From an optimization exercise on the open Yosys and OpenROAD flow, aimed at small area and a short achievable clock period; shortcuts taken in it are not production practice.
In this exercise RTL edits were held to simulation tests only and were not proved equivalent to the original.
Power and IR drop assume default switching activity.

==> flow/design.v (excerpt) <==
module ex_stage_top (
    input  logic         clk,
    input  logic         rst,
    input  logic         stall_i,
    input  logic         flush_i,
    input  logic [250:0] id_to_ex_i,
    output logic [140:0] ex_to_mem_o,
    output logic [69:0]  bypass_o,
    output logic [64:0]  redirect_o,
    output logic [137:0] dmem_req_o,
    output logic         stall_load_o
);
For scale: roughly 5000 cells after synthesis.
clock: 9.0 ns
lec_check: 0
abc_area: 1
cap_margin: 20
core_margin: 2
core_utilization: 55
cts_cluster_diameter: 60
cts_cluster_size: 40
setup_slack_margin: 4.5
slew_margin: 20
synth_hierarchical: 1
standard.sh (not shown) runs the stock make flow with config.mk's settings and CLKGATE_MAP_FILE= SYNTH_SCRIPT=/design/flow/synth_recipe.tcl, a recipe that flattens the netlist after the stock synthesis.
==> flow/flow/run.sh <==
#!/bin/bash
set -euo pipefail
cd "$(dirname "$0")/.."
bash standard.sh "BUFFER_PORTS_ARGS=-buffer_cell sky130_fd_sc_hd__buf_1" finish > standard.log 2>&1
The first run went through all stages and came out clean.
Next try:
--- a/flow/config.mk
+++ b/flow/config.mk
@@ -9,8 +9,8 @@
 export CAP_MARGIN = 20
 export CORE_MARGIN = 2
-export CORE_UTILIZATION = 55
+export CORE_UTILIZATION = 50
 export CTS_CLUSTER_DIAMETER = 60
 export CTS_CLUSTER_SIZE = 40
-export SETUP_SLACK_MARGIN = 4.5
+export SETUP_SLACK_MARGIN = 4.3
 export SLEW_MARGIN = 20
 export SYNTH_HIERARCHICAL = 1
After rerunning: The changed run finished clean; sequential share of layout area climbs by 0.60 points; clock power goes up by about 5%; non-clock buffer count went down by 70; global-route usage drops by 4.9 points; via count decreases by 4.1%.
Next try:
--- a/flow/config.mk
+++ b/flow/config.mk
@@ -12,5 +12,5 @@
 export CTS_CLUSTER_DIAMETER = 60
 export CTS_CLUSTER_SIZE = 40
-export SETUP_SLACK_MARGIN = 4.3
+export SETUP_SLACK_MARGIN = 4.45
 export SLEW_MARGIN = 20
 export SYNTH_HIERARCHICAL = 1
The new run finished with timing, DRC and antenna clean.
Critical path depth came out higher by 1.
Non-clock buffer count came out higher by 36.
Final cell count came out higher by 0.66%.
Power came out higher by 1.2%.
Setup slack gains 0.22 ns.
Synthesized cell count is unchanged.
Combinational power came out higher by about 5%.
Routed wire length came out higher by 4.7%.
Count of clock-buffer cells in the layout came out higher by 2.
Next try:
--- a/flow/config.mk
+++ b/flow/config.mk
@@ -12,5 +12,5 @@
 export CTS_CLUSTER_DIAMETER = 60
 export CTS_CLUSTER_SIZE = 40
-export SETUP_SLACK_MARGIN = 4.45
+export SETUP_SLACK_MARGIN = 4.55
 export SLEW_MARGIN = 20
 export SYNTH_HIERARCHICAL = 1
Result: Register-to-register slack stays flat; worst hold slack barely changes; fmax grows by 1.0%; final cell count went up by 0.79%.
Next try:
--- a/flow/config.mk
+++ b/flow/config.mk
@@ -9,8 +9,8 @@
 export CAP_MARGIN = 20
 export CORE_MARGIN = 2
-export CORE_UTILIZATION = 50
+export CORE_UTILIZATION = 40
 export CTS_CLUSTER_DIAMETER = 60
 export CTS_CLUSTER_SIZE = 40
-export SETUP_SLACK_MARGIN = 4.55
+export SETUP_SLACK_MARGIN = 4.3
 export SLEW_MARGIN = 20
 export SYNTH_HIERARCHICAL = 1
Result:
- The changed run completed with no timing, DRC or antenna violations
- core utilization goes down by 14 points
- final area goes down by a few percent
- power goes down by a few percent
- worst setup slack loses 0.25 ns
Next try:
--- a/flow/config.mk
+++ b/flow/config.mk
@@ -12,5 +12,5 @@
 export CTS_CLUSTER_DIAMETER = 60
 export CTS_CLUSTER_SIZE = 40
-export SETUP_SLACK_MARGIN = 4.3
+export SETUP_SLACK_MARGIN = 4.55
 export SLEW_MARGIN = 20
 export SYNTH_HIERARCHICAL = 1
Outcome: The changed run completed without violations. Final area rises by 4.4%. Clock skew stays the same. Routed wire length rises by 3.9%. Sequential power barely changes. Total power rises by 5.9%. Global-route usage rises by 1.3 points. Clock-buffer cell count falls by 2. Register-to-register slack stays flat. Utilization rises by 2.0 points. Clock power rises by about 9%. Die area stays the same.

==> port drivers added, routing unchanged <==
The flow's constraints put no driver on any port. The routed layouts listed below were extracted and timed again, unchanged, in two steps. Step 1, drivers: a clkbuf_16 drives clk and a buf_2 each remaining input, both assumed. Step 2, shift: input delay + t, output delay - t, t = (earliest + latest rising clock arrival at the registers) / 2. This alone moves slack from input paths to output paths. Three values: ideal, step 1, step 2; two values: the first two.
| run | t, ns | setup WS [ns] | hold slack, ns | worst setup path after step 2 | worst data-port slew with drivers (ns) |
|---|---|---|---|---|---|
| the first run | 0.671 | 4.447 / 4.464 / 3.792 | 0.456 / 0.456 / 0.456 | input to register | 0.14 |
| the second run | 0.694 | 4.266 / 4.307 / 3.613 | 0.452 / 0.452 / 0.452 | input to register | 0.14 |
| the third run | 0.680 | 4.483 / 4.476 / 3.795 | 0.452 / 0.452 / 0.452 | input to register | 0.16 |
| the fourth run | 0.637 | 4.527 / 4.522 / 3.893 | 0.452 / 0.452 / 0.452 | input to register | 0.12 |
| the fifth run | 0.637 | 4.278 / 4.301 / 3.663 | 0.450 / 0.450 / 0.450 | input to register | 0.13 |
| the sixth run | 0.643 | 4.550 / 4.570 / 3.933 | 0.452 / 0.452 / 0.452 | input to register | 0.11 |
After both steps setup and hold are still met in every run listed. For the third run, which loses most, drivers alone change the setup slack by -0.007 ns; drivers and shift together by -0.688 ns.
